What follows belongs to an exercise in optimizing a design on an open flow for small area, a short achievable clock period and few clock cycles; a production flow would make more cautious choices.
No run shown here included a check of the RTL's function; only the layout flow was run.
Power is estimated from default activity; no workload was simulated.

`design.v`:
```
module rc_frame_drive_command (
    input  logic        clk,
    input  logic        rst_n,
    input  logic        rx_valid,
    output logic        rx_ready,
    input  logic [7:0]  rx_byte,
    input  logic        rx_buffer_end,
    input  logic        rx_quick_stop_enabled,
    output logic        cmd_valid,
    input  logic        cmd_ready,
    output logic        cmd_frame_valid,
    output logic signed [9:0] cmd_linear_velocity,
    output logic signed [9:0] cmd_angular_velocity,
    output logic        cmd_manual_mode,
    output logic        cmd_startup_set,
    output logic [2:0]  cmd_startup_value,
    output logic [1:0]  cmd_stop_code,
    input  logic        cfg_we,
    input  logic [7:0]  cfg_wdata
);
    localparam logic [1:0] C4_DOWN = 2'd1;
    localparam logic [1:0] C4_UP   = 2'd2;
    localparam logic [1:0] C4_MID  = 2'd3;
    localparam logic [1:0] S11_MID  = 2'd0;
    localparam logic [1:0] S11_UP   = 2'd1;
    localparam logic [1:0] S11_DOWN = 2'd2;
    logic [4:0] cnt;             
    logic       ok;              
    logic       rdy_n;           
    logic       cp, cp_qs;       
    logic       cp2;             
    logic       cv;
    logic       sel_s;           
    logic       op_init, op_corr, op_any;  
    logic [10:0] wt, ws;         
    logic [8:0]  rem;
    logic        f_ge, f_le;     
    logic [1:0]  c4p;
    logic        sw9p;
    logic [1:0]  s11p;
    logic [7:0]  thr;
    logic [8:0]  ht, hs;         
    logic [1:0]  c4h;
    logic        sw9h;
    logic        sset_n;         
    logic [2:0]  sval_x;         
    logic [9:0]  lin, ang;
    logic        fv_o;
    logic [1:0]  stop_o;
    logic       bt_v, bt_end, bt_qs;
    logic [7:0] bt_byte;
    logic       acc;
    assign acc = rx_valid & ~rdy_n;
    always_ff @(posedge clk or negedge rst_n) begin
        if (!rst_n)
            bt_v <= 1'b0;
        else
            bt_v <= acc;
    end
    always_ff @(posedge clk) begin
        bt_byte <= rx_byte;
        bt_end  <= rx_buffer_end;
        bt_qs   <= rx_quick_stop_enabled;
    end
    logic fire, fire_end, c1;
    assign fire     = bt_v;
    assign fire_end = fire & bt_end;
    assign c1       = cp & ~cp2 & ~cv;
    logic cp_n, cp2_n, cv_n, acc_end;
    always_comb begin
        acc_end = acc & rx_buffer_end;
        cp_n  = fire_end | (cp & ~c1);
        cp2_n = c1;
        cv_n  = cp2 | (cv & ~cmd_ready);
    end
    always_ff @(posedge clk or negedge rst_n) begin
        if (!rst_n) begin
            cnt <= '0;
            cp  <= 1'b0;
            cp2 <= 1'b0;
            cv  <= 1'b0;
            rdy_n <= 1'b0;
        end else begin
            if (fire)
                cnt <= bt_end ? 5'd0 : (cnt == 5'd25) ? cnt : cnt + 5'd1;
            cp  <= cp_n;
            cp2 <= cp2_n;
            cv  <= cv_n;
            rdy_n <= (cp_n & acc_end) | ((cp_n | acc_end) & (cp2_n | cv_n));
        end
    end
    always_ff @(posedge clk) begin
        if (fire) begin
            if (bt_end && cnt < 5'd24)
                ok <= 1'b0;
            else if (cnt == 5'd0)
                ok <= (bt_byte == 8'h0f);
            else if (cnt == 5'd24)
                ok <= ok & (bt_byte == 8'h00);
            sel_s   <= cnt >= 5'd13;
            op_init <= !bt_end && (cnt == 5'd3 || cnt == 5'd13);
            op_corr <= !bt_end && (cnt == 5'd12 || cnt == 5'd22);
            op_any  <= !bt_end && cnt >= 5'd3 && cnt <= 5'd22;
        end
        if (fire_end)
            cp_qs <= bt_qs;
    end
    always_ff @(posedge clk) begin
        if (fire) begin
            case (cnt)
                5'd6: begin    
                    f_ge <= bt_byte[7:4] >= 4'd14;
                    f_le <= bt_byte[7:4] <= 4'd2;
                end
                5'd13: begin   
                    f_ge <= bt_byte[7:3] >= 5'd30;
                    f_le <= bt_byte[7:3] <= 5'd18;
                end
                5'd16: begin   
                    f_ge <= bt_byte[7:1] >= 7'd30;
                    f_le <= bt_byte[7:1] <= 7'd50;
                end
                default: ;
            endcase
            if (cnt == 5'd7) begin    
                if (bt_byte[6:0] > 7'd105 || (bt_byte[6:0] == 7'd105 && f_ge))
                    c4p <= C4_UP;
                else if (bt_byte[6:0] < 7'd19 || (bt_byte[6:0] == 7'd19 && f_le))
                    c4p <= C4_DOWN;
                else
                    c4p <= C4_MID;
            end
            if (cnt == 5'd14)         
                sw9p <= bt_byte[5:0] < 6'd9 || (bt_byte[5:0] == 6'd9 && f_le);
            if (cnt == 5'd17) begin   
                if (bt_byte[3:0] > 4'd13 || (bt_byte[3:0] == 4'd13 && f_ge))
                    s11p <= S11_DOWN;
                else if (bt_byte[3:0] < 4'd2 || (bt_byte[3:0] == 4'd2 && f_le))
                    s11p <= S11_UP;
                else
                    s11p <= S11_MID;
            end
        end
    end
    logic        d_init, d_step, d_corr, d_op;
    logic [10:0] wsrc, wnew;
    logic        neg;
    logic [8:0]  th1, th2, k0, k1, k2, kk;
    logic [8:0]  xin, kq, base, binc, yinc;
    logic [7:0]  aconst;
    logic        ge1, ge2, ci;
    logic [8:0]  rem_n, rem_i;
    always_comb begin
        d_init = op_init;
        d_corr = op_corr;
        d_op   = op_any;
        d_step = op_any & ~op_init & ~op_corr;
        wsrc   = sel_s ? ws : wt;
        neg   = sel_s ? (wsrc >= 11'd938) : (wsrc >= 11'd1001);
        rem_i = (wsrc[10:8] == 3'd7) ? 9'd3 : 9'(wsrc[10:8] * 6'd50);
        case ({d_corr, wsrc[10]})
            2'b00:   begin th1 = 9'd174; th2 = 9'd347; k0 = 9'd0;  k1 = 9'(-347); k2 = 9'(-694); end
            2'b01:   begin th1 = 9'd149; th2 = 9'd322; k0 = 9'd50; k1 = 9'(-297); k2 = 9'(-644); end
            2'b10:   begin th1 = 9'd0;   th2 = 9'd33;  k0 = 9'd0;  k1 = 9'd0;      k2 = 9'd0;      end
            default: begin th1 = 9'd0;   th2 = 9'd32;  k0 = 9'd0;  k1 = 9'd0;      k2 = 9'd0;      end
        endcase
        ge1 = rem >= th1;
        ge2 = rem >= th2;
        kk  = ge2 ? k2 : ge1 ? k1 : k0;
        rem_n = {rem[7:0], 1'b0} + kk;
        aconst = (sel_s ? 8'd135 : 8'd144) + {7'd0, wsrc[10]};
        xin  = wsrc[8:0] ^ {9{d_corr}};
        kq   = d_corr ? {1'b0, aconst} : 9'd0;
        ci   = ge2 ^ d_corr;
        base = xin + kq;
        binc = base + 9'd1;
        yinc = ci ? binc : base;
        if (d_init)
            wnew = {wsrc[7:0], neg, 1'b0, (wsrc[10:8] == 3'd7)};
        else
            wnew = {wsrc[9], yinc, ge1 & ~ge2 & ~d_corr};
    end
    always_ff @(posedge clk) begin
        if (fire) begin
            if (cnt == 5'd2)
                wt[4:0] <= bt_byte[7:3];
            if (cnt == 5'd3)
                wt[10:5] <= bt_byte[5:0];
            if (cnt == 5'd5)
                ws[6:0] <= bt_byte[7:1];
            if (cnt == 5'd6)
                ws[10:7] <= bt_byte[3:0];
            if (d_op) begin
                if (sel_s)
                    ws <= wnew;
                else
                    wt <= wnew;
            end
            if (d_init) begin
                rem <= rem_i;
            end else if (d_step)
                rem <= rem_n;
        end
    end
    logic [1:0] c4_new;
    logic [8:0] thrm;
    logic [7:0] at, as;
    logic       get, ges;
    always_comb begin
        c4_new = ok ? c4p : c4h;
        thrm = {1'b0, thr} - 9'd1;
        at   = ht[7:0] ^ {8{ht[8]}};
        as   = hs[7:0] ^ {8{hs[8]}};
        get  = ($signed({2'b00, at}) + $signed({~thrm[8], ~thrm}) + $signed({9'd0, ht[8]})) >= 0;
        ges  = ($signed({2'b00, as}) + $signed({~thrm[8], ~thrm}) + $signed({9'd0, hs[8]})) >= 0;
    end
    always_ff @(posedge clk or negedge rst_n) begin
        if (!rst_n) begin
            thr  <= 8'd10;
            c4h  <= C4_MID;
            sw9h <= 1'b0;
            sset_n <= 1'b0;
            sval_x <= 3'd0;
            lin  <= '0;
            ang  <= '0;
        end else begin
            if (cfg_we)
                thr <= cfg_wdata;
            if (c1 && ok) begin
                c4h  <= c4p;
                sw9h <= sw9p;
                case (s11p)
                    S11_MID:  begin sset_n <= 1'b0; sval_x <= 3'd0; end   
                    S11_DOWN: begin sset_n <= 1'b0; sval_x <= 3'd3; end   
                    default: begin
                        sset_n <= sval_x[2];
                        sval_x <= {1'b1, 1'b0, sval_x[2]};
                    end
                endcase
            end
            if (cp2 && sw9h) begin
                lin <= get ? {ht[8], ht} + {ht, 1'b0} : '0;
                ang <= ges ? {hs, 1'b0} : '0;
            end
        end
    end
    always_ff @(posedge clk) begin
        if (c1 && ok) begin
            ht <= wt[9:1];
            hs <= ws[9:1];
        end
    end
    always_ff @(posedge clk) begin
        if (c1) begin
            fv_o   <= ok;
            stop_o <= cp_qs ? c4_new : 2'd0;
        end
    end
    assign rx_ready             = ~rdy_n;
    assign cmd_valid            = cv;
    assign cmd_frame_valid      = fv_o;
    assign cmd_linear_velocity  = lin;
    assign cmd_angular_velocity = ang;
    assign cmd_manual_mode      = sw9h;
    assign cmd_startup_set      = ~sset_n;
    assign cmd_startup_value    = {~sval_x[2], sval_x[1], ~sval_x[0]};
    assign cmd_stop_code        = stop_o;
endmodule
```
`flow/run.sh`:
```
#!/bin/bash
# Standard synthesis and layout; ports are buffered with buf_2 cells and the
# layout's timing repair aims for extra setup slack (the clock period and
# constraints are unchanged).
set -euo pipefail
bash standard.sh synth > synth.log 2>&1
bash standard.sh "BUFFER_PORTS_ARGS=-buffer_cell sky130_fd_sc_hd__buf_2" SETUP_SLACK_MARGIN=9.3 finish > layout.log 2>&1
```
`standard.sh`:
```
#!/bin/bash
# synth_recipe.tcl (not shown) runs the flow's synth.tcl, then flattens the netlist and writes it again
# the make line also repeats each setting of config.mk as NAME=value (left out here)
make -C /OpenROAD-flow-scripts/flow DESIGN_CONFIG=/design/flow/config.mk WORK_HOME=/design/flow/orfs CLKGATE_MAP_FILE= SYNTH_SCRIPT=/design/flow/synth_recipe.tcl "${@:-finish}"
```
`config.mk`:
```
export PLATFORM = sky130hd
export DESIGN_NAME = rc_frame_drive_command
export DESIGN_NICKNAME = rc_frame_drive_command
export VERILOG_FILES = /design/flow/design.v
export SDC_FILE = /design/flow/constraint.sdc
export NUM_CORES = 4
export LEC_CHECK = 0
export ABC_AREA = 1
export CAP_MARGIN = 20
export CORE_MARGIN = 2
export CORE_UTILIZATION = 40
export SLEW_MARGIN = 20
```
`constraint.sdc`:
```
create_clock -name core_clock -period 13.0 [get_ports {clk}]
set_input_delay 2.6000 -clock core_clock [delete_from_list [all_inputs] [get_ports {clk}]]
set_output_delay 2.6000 -clock core_clock [all_outputs]
set_load 0.01 [all_outputs]
```
==> results.json, run 1 <==
{
  "wire_per_inst_um": 14.2,
  "synth_compound_area_share_pct": 12.1,
  "syn_nets": 1014,
  "switchingPower_uw": 815,
  "core_area_um2": 18800,
  "clock_power_share_pct": 24.4,
  "htreeDepth": 4,
  "wirelength_um": 18100,
  "setup_violations": 0,
  "power.internal_mw": 1.21,
  "fillers": 1797,
  "synth_top_family_by_area": "simple AND/OR/NAND/NOR gates",
  "synth_xor_area_share_pct": 4.78,
  "final_antenna_net_count": 0,
  "synth-seq-area-share_pct": 42.2,
  "synth_warnings": 1,
  "cp-start-kind": "flop",
  "initial_utilization_pct": 41.0,
  "grt_overflow": 0,
  "synth_mux_area_share_pct": 0.405,
  "grt_antenna_before_repair": 0,
  "cap_violations": 0,
  "skew_ns": 0.0122,
  "multi_input_area_um2": 4020,
  "setup_tns_ns": 0,
  "tightestPinTransition_ns": 0.912,
  "cts_buffers": 17,
  "worst_ir_drop_vdd_mv": 0.106,
  "postSynth.asyncResetShare_pct": 37.0,
  "status": "timing/DRC/antenna clean",
  "p_sw_share_pct": 40.3,
  "period_needed_ns": 3.59,
  "io_buffer_count": 51,
  "pwr-share-seq_pct": 31.0,
  "ios": 53,
  "path_clk_slew_ns": 0.06,
  "die_w_um": 143,
  "grt_util_met3_pct": 3.22,
  "rows": 50,
  "rrSetupSlack_ns": 9.50,
  "crit_end": "rx_ready",
  "power_density_nw_per_um2": 220,
  "synth_edf_count": 65,
  "r2r-end": "rem[7]$_DFFE_PP_",
  "hold_viol": 0,
  "netlist_instances": 925,
  "fin_crit_sh_pct": 27.6,
  "clkLatencyLatePin_ns": 0.42,
  "dr.pass1.iters": 5,
  "register_area_um2": 3260,
  "viasPerCell": 5.04,
  "netlist_area_um2": 7730,
  "vias": 6414,
  "postPlaceCellArea_um2": 8230,
  "final_nets": 1088,
  "clock_path_buffers": 2,
  "crit_start": "rdy_n$_DFF_PN0_",
  "ys.flop_type": "edfxtp_1",
  "clockRootBuffer": "clkbuf_16",
  "rsz0062_at_grt": "yes",
  "dp_hpwl_um": 13800,
  "synthAdderAreaFrac_pct": 11.1,
  "cts_sinks": 119,
  "critPathArrivalTime_ns": 0.99,
  "die-area_um2": 20400,
  "use_met2_pct": 30.7,
  "globalplace.congestion": 0.910,
  "ys_ff_latch": 119,
  "grt_pass1_vias": 6163,
  "antenna_cells": 0,
  "path_class": "flop to output pin",
  "cts_tree": "yes",
  "hold_start": "bt_qs$_DFF_P_",
  "required_ns": 10.40,
  "final_max_slew_viol_count": 0,
  "fin_area_um2": 9170,
  "syn_avg_cell_area_um2": 8.35,
  "r2r.worst_path.cells": 24,
  "drive_gt1_share_pct": 17.0,
  "maxSlewHeadroom_pct": 39.2,
  "leakage_nw": 4.33,
  "syn2layout_area_growth_pct": 18.7,
  "grt.met1_usage_pct": 24.2,
  "fin_util_pct": 48.7,
  "grt_max_degree": 45,
  "fmax_ghz": 0.279,
  "path_max_fanout": 2,
  "grt_most_used_layer": "met2",
  "drt_iter0_drc": 371,
  "r2r_start": "sel_s$_DFFE_PP_",
  "end_kind": "output pin",
  "grtUsageTotal_pct": 18.4,
  "yosysUniqueCellTypes": 61,
  "die_y_um": 143,
  "drcViolationCount": 0,
  "grt_pass1_wl_um": 29900,
  "hold_path.class": "flop to flop",
  "p_comb_share_pct": 44.6,
  "synth-simple-area-share_pct": 21.6
}
[worst max-delay path, cell delays in order (launching register included)]
cell	delay, ns
dfrtp_1	0.39
inv_1	0.07
buf_2	0.12
[per-layer routing]
layer | up-vias | part of all wire, %
met1 | 3003 | 46
met5 | - | 0
li1 | 3246 | -
met3 | 21 | 3.9
met2 | 144 | 48
met4 | 0 | 1.6
[worst min-delay path by stage]
stage	endpoint	slack [ns]	depth (start not counted)
finish	cp_qs$_DFFE_PP_	0.41	0
global route	cp_qs$_DFFE_PP_	0.43	0
CTS	cp_qs$_DFFE_PP_	0.42	0
detailed placement	cp_qs$_DFFE_PP_	0.40	0
global placement	cp_qs$_DFFE_PP_	0.39	0
floorplan	cp_qs$_DFFE_PP_	0.39	0
[sequential cells by signal (all words and copies together), names as in the netlist, 2 cells and up]
register  count
ang           9
bt_byte       8
c4h           2
c4p           2
cnt           5
hs            9
ht            9
lin          10
rem           9
s11p          2
stop_o        2
sval_x        3
thr           8
ws           11
wt           11
[kinds of logic after synthesis]
logic type	count (synthesis)
AND/OR/NAND/NOR	380
AO/OA/AOI/OAI	165
other	1
adder cells (fa/ha/maj)	67
XOR/XNOR	40
multiplexers	3
buffers and inverters	150
flip-flops	119
[placed cells by master, fill, tap and decap left out, drive strengths merged, types with 2 or more instances in the layout]
| master | synthesis | final |
|---|---|---|
| fa | 3 | 3 |
| dfxtp | 10 | 10 |
| nand3b | 3 | 3 |
| edfxtp | 65 | 65 |
| a31oi | 2 | 2 |
| nor3 | 11 | 11 |
| xnor2 | 6 | 6 |
| a211oi | 2 | 2 |
| o22ai | 5 | 5 |
| xor2 | 34 | 34 |
| nand3 | 60 | 60 |
| nand2 | 233 | 233 |
| nand4 | 9 | 9 |
| dfrtp | 40 | 40 |
| clkinv | 3 | 7 |
| or2 | 5 | 5 |
| nor2 | 55 | 55 |
| o31ai | 5 | 5 |
| mux2i | 2 | 2 |
| clkinvlp | 0 | 2 |
| ha | 63 | 63 |
| dfstp | 4 | 4 |
| inv | 129 | 132 |
| clkbuf | 8 | 21 |
| bufinv | 0 | 2 |
| o211ai | 10 | 10 |
| o21a | 2 | 2 |
| buf | 10 | 73 |
| a21oi | 40 | 40 |
| o21ai | 90 | 90 |
[power groups by stage]
stage / Sequential (mW) / Combinational (mW) / Clock (mW)
after floorplan: 0.618 / 0.603 / 0
final: 0.627 / 0.901 / 0.493
after detailed placement: 0.635 / 0.814 / 0
after CTS: 0.623 / 0.840 / 0.501
after global placement: 0.634 / 0.806 / 0
after global routing: 0.638 / 1.03 / 0.518
[cell type report]
| cell class | count | share of cell area, % |
|---|---|---|
| repair buffers | 73 | 4.62 |
| multi-input cells | 656 | 43.8 |
| well taps | 260 | 3.55 |
| inverters | 132 | 5.55 |
| clock buffers | 21 | 5.48 |
| clock inverters | 11 | 1.45 |
| flip-flops and latches | 119 | 35.5 |
[synthesized netlist by cell type (all sizes together), types with 6 or more instances]
library cell,number,area share [%]
nand2,233,12
inv,129,6.4
o21ai,90,5.9
edfxtp,65,25
ha,63,10
nand3,60,4.2
nor2,55,2.8
a21oi,40,2.6
dfrtp,40,13
xor2,34,4.1
nor3,11,0.71
buf,10,0.89
dfxtp,10,2.6
o211ai,10,0.97
nand4,9,0.73
clkbuf,8,0.39
xnor2,6,0.68
[repair_timing]
action | in CTS | in global routing
pin swaps | 1 | 12
setup endpoints to repair | 24 | 16
setup buffers | 7 | 12
hold buffers | 0 | 0
resized for setup | 11 | 36
[per-stage QoR]
stage / setup WS, ns / total power, mW / cells / hold WS [ns]
after detailed placement: 8.42 / 1.45 / 1221 / 0.397
after CTS: 9.30 / 1.96 / 1260 / 0.415
after floorplan: 9.35 / 1.22 / 925 / 0.386
final: 9.41 / 2.02 / 1272 / 0.411
after global placement: 8.62 / 1.44 / 1221 / 0.391
after global routing: 9.25 / 2.19 / 1272 / 0.425
==> inputs of run 2 (changes only) <==
==> flow/run.sh (replaced) <==
#!/bin/bash
# Standard synthesis and layout; ports are buffered with buf_2 cells and the
# layout's timing repair aims for extra setup slack (the clock period and
# constraints are unchanged).
set -euo pipefail
bash standard.sh synth > synth.log 2>&1
bash standard.sh "BUFFER_PORTS_ARGS=-buffer_cell sky130_fd_sc_hd__buf_2" SETUP_SLACK_MARGIN=9.5 finish > layout.log 2>&1
==> results.json, run 2 <==
{
  "ys.flop_type": "edfxtp_1",
  "pwr-share-seq_pct": 30.5,
  "worst_path_max_delay_cell": "dfrtp_1",
  "postSynth.asyncResetShare_pct": 37.0,
  "grt_antenna_before_repair": 0,
  "synth_area_leaders": "edfxtp_1 (25%), dfrtp_1 (13%), nand2_1 (11%), ha_1 (10%), inv_1 (6.1%)",
  "cpPeakStageDelay_ns": 0.38,
  "yosysUniqueCellTypes": 61,
  "synth.top_cells.by_count": "nand2_1 (224), inv_1 (126), o21ai_0 (83)",
  "rsz0062_at_grt": "yes",
  "die-area_um2": 20400,
  "drive_gt1_share_pct": 19.8,
  "r2r-end": "rem[8]$_DFFE_PP_",
  "antenna_cells": 0,
  "hold_depth": 0,
  "critPathArrivalTime_ns": 0.98,
  "yosysMostFrequentCell": "nand2_1",
  "r2r_start": "sel_s$_DFFE_PP_",
  "hold_path.class": "flop to flop",
  "cp.depth": 2,
  "cp-start-kind": "flop",
  "status": "timing/DRC/antenna clean",
  "grt_pass1_wl_um": 29300,
  "vias": 6338,
  "maxSlewHeadroom_pct": 37.9,
  "fmax_ghz": 0.279,
  "grt_max_degree": 45,
  "cts_sinks": 119,
  "grt_overflow": 0,
  "fin_crit_sh_pct": 27.6,
  "path_clk_slew_ns": 0.06,
  "grt_pass1_vias": 5992,
  "globalplace.congestion": 0.868,
  "clock_path_buffers": 2,
  "final_antenna_net_count": 0,
  "netlist_area_um2": 7730,
  "syn_avg_cell_area_um2": 8.35,
  "power.internal_mw": 1.21,
  "setup_violations": 0,
  "required_ns": 10.40,
  "dr.pass1.iters": 6,
  "path_max_fanout": 2,
  "reg_top3": "ws (11), wt (11), lin (10)",
  "final_nets": 1111,
  "worst_ir_drop_vdd_mv": 0.105,
  "netlist_instances": 925,
  "clock_power_share_pct": 22.2,
  "crit_buf_inv": 2,
  "wire_per_inst_um": 14.3,
  "cts_buffers": 17,
  "cts_hold_buf": 0,
  "wirelength_um": 18500,
  "grtUsageTotal_pct": 18.2,
  "skew_ns": 0.00973,
  "path_class": "flop to output pin",
  "leakage_nw": 4.43,
  "io_buffer_count": 51,
  "clockRootBuffer": "clkbuf_16",
  "holdWs_ns": 0.409,
  "die_y_um": 143,
  "clkLatencyLatePin_ns": 0.41,
  "dp_hpwl_um": 13700,
  "synth_edf_count": 65,
  "syn2layout_area_growth_pct": 20.9,
  "hold_path_end": "cp_qs$_DFFE_PP_",
  "core_area_um2": 18800,
  "end_kind": "output pin",
  "ios": 53,
  "tightestPinTransition_ns": 0.931,
  "switchingPower_uw": 832,
  "ys_ff_latch": 119,
  "synth-seq-area-share_pct": 42.2,
  "p_sw_share_pct": 40.7,
  "p_comb_share_pct": 47.3,
  "cap_violations": 0,
  "r2r.worst_path.cells": 27,
  "postPlaceCellArea_um2": 8240,
  "fin_area_um2": 9340,
  "viasPerCell": 4.89,
  "rrSetupSlack_ns": 9.48,
  "rows": 50,
  "yosys.area.top_type_share_pct": 25.3,
  "synth_top_area_cell": "edfxtp_1",
  "most-common-layout-cells": "nand2_1 (212), inv_1 (120), o21ai_0 (76), edfxtp_1 (65), ha_1 (55)",
  "syn_nets": 1014,
  "synth_warnings": 1,
  "cts_tree": "yes",
  "hold_start": "bt_qs$_DFF_P_",
  "drcViolationCount": 0,
  "htreeDepth": 4,
  "hold_viol": 0,
  "final_max_slew_viol_count": 0,
  "period_needed_ns": 3.58,
  "power_density_nw_per_um2": 219,
  "cp_cell_sequence": "inv_1 > buf_2",
  "die_w_um": 143,
  "setup_tns_ns": 0,
  "layout_commonest_cell": "nand2_1",
  "initial_utilization_pct": 41.0,
  "crit_family": "flip-flops",
  "drt_iter0_drc": 388
}
[run 2: changes by cell type in the layout (fill, tap and decap cells not counted), moves of 2 or more]
cell       delta
clkbuf_16     -2
clkinv_2      +5
ha_1          -2
nand2_1       -2
buf_2         -2
nand3_2       +2
nor2_1        -3
buf_4        +22
buf_6         +3
clkbuf_8      -2
nor2_2        +2
nand2_4       +2
[run 2: final cells by class]
type | count | area, um^2
clock buffers | 17 | 425
well taps | 260 | 325
repair buffers | 96 | 613
fillers | 1787 | 9490
flip-flops and latches | 119 | 3260
clock inverters | 15 | 153
multi-input cells | 656 | 4060
inverters | 132 | 510
[run 2: power groups by stage]
stage / combinational (mW) / sequential, mW / clock, mW
floorplan: 0.606 / 0.619 / 0
global placement: 0.808 / 0.635 / 0
detailed placement: 0.814 / 0.636 / 0
CTS: 0.884 / 0.622 / 0.466
global route: 1.10 / 0.637 / 0.483
finish: 0.968 / 0.624 / 0.455
[run 2: worst max-delay path by stage]
| stage | startpoint | endpoint | slack (ns) |
|---|---|---|---|
| final | sval_x[2]$_DFFE_PN0P_ | cmd_startup_value[2] | 9.42 |
| after global routing | sel_s$_DFFE_PP_ | rem[8]$_DFFE_PP_ | 9.23 |
| after CTS | sval_x[2]$_DFFE_PN0P_ | cmd_startup_value[2] | 9.39 |
| after detailed placement | sel_s$_DFFE_PP_ | rem[7]$_DFFE_PP_ | 8.70 |
| after global placement | sel_s$_DFFE_PP_ | rem[7]$_DFFE_PP_ | 8.83 |
| after floorplan | sel_s$_DFFE_PP_ | rem[7]$_DFFE_PP_ | 9.51 |
[run 2: stage by stage]
step / power, mW / util (%) / setup WS, ns / std cells
after CTS: 1.97 / 48.1 / 9.39 / 1275
after floorplan: 1.22 / - / 9.51 / 925
after global routing: 2.22 / 49.6 / 9.23 / 1295
after global placement: 1.44 / 43.8 / 8.83 / 1221
final: 2.05 / 49.6 / 9.42 / 1295
after detailed placement: 1.45 / 43.8 / 8.70 / 1221
[run 2: logic make-up (layout without fill, tap and decap cells)]
kind of cell	Yosys count	after routing	synth area share [%]
buf+inv	150	260	7.79
flops	119	119	42.2
xor+xnor	40	40	4.78
fa+ha+maj	67	67	11.1
compound gates	165	165	12.1
simple gates	380	380	21.6
other cells	1	1	0.0485
mux	3	3	0.405
[run 2: repair_timing]
item | CTS | global route
resized for setup | 22 | 38
endpoints found under the setup margin | 52 | 41
setup buffers | 22 | 20
pin swaps | 4 | 30
[run 2: metal layers]
metal  GRT usage [%]  wire, um  vias to the layer above
met5               0         0                        -
met4            5.26       280                        0
met3            2.78       747                       24
met2            31.1      8980                      150
met1            24.0      8500                     2889
li1                -         -                     3275

==> port drivers added, routing unchanged <==
In the flow no input, the clock included, has a driving cell. The finished layouts below were timed again as built, in two steps.
Step 1: set_driving_cell puts a clkbuf_16 on clk and a buf_2 on each other input, an assumption about the parent block.
Step 2, shift: input delay + t, output delay - t, t = (earliest + latest rising clock arrival at the registers) / 2. This alone moves slack from input paths to output paths.
Three values: ideal ports, drivers, drivers and shift; two values: the first two.
run | shift t [ns] | setup WS [ns] | worst data-port slew with drivers (ns)
run 1 | 0.452 | 9.411 / 9.369 / 9.498 | 0.03
run 2 | 0.449 | 9.416 / 9.376 / 9.479 | 0.03
After both steps setup and hold are still met in every run listed.
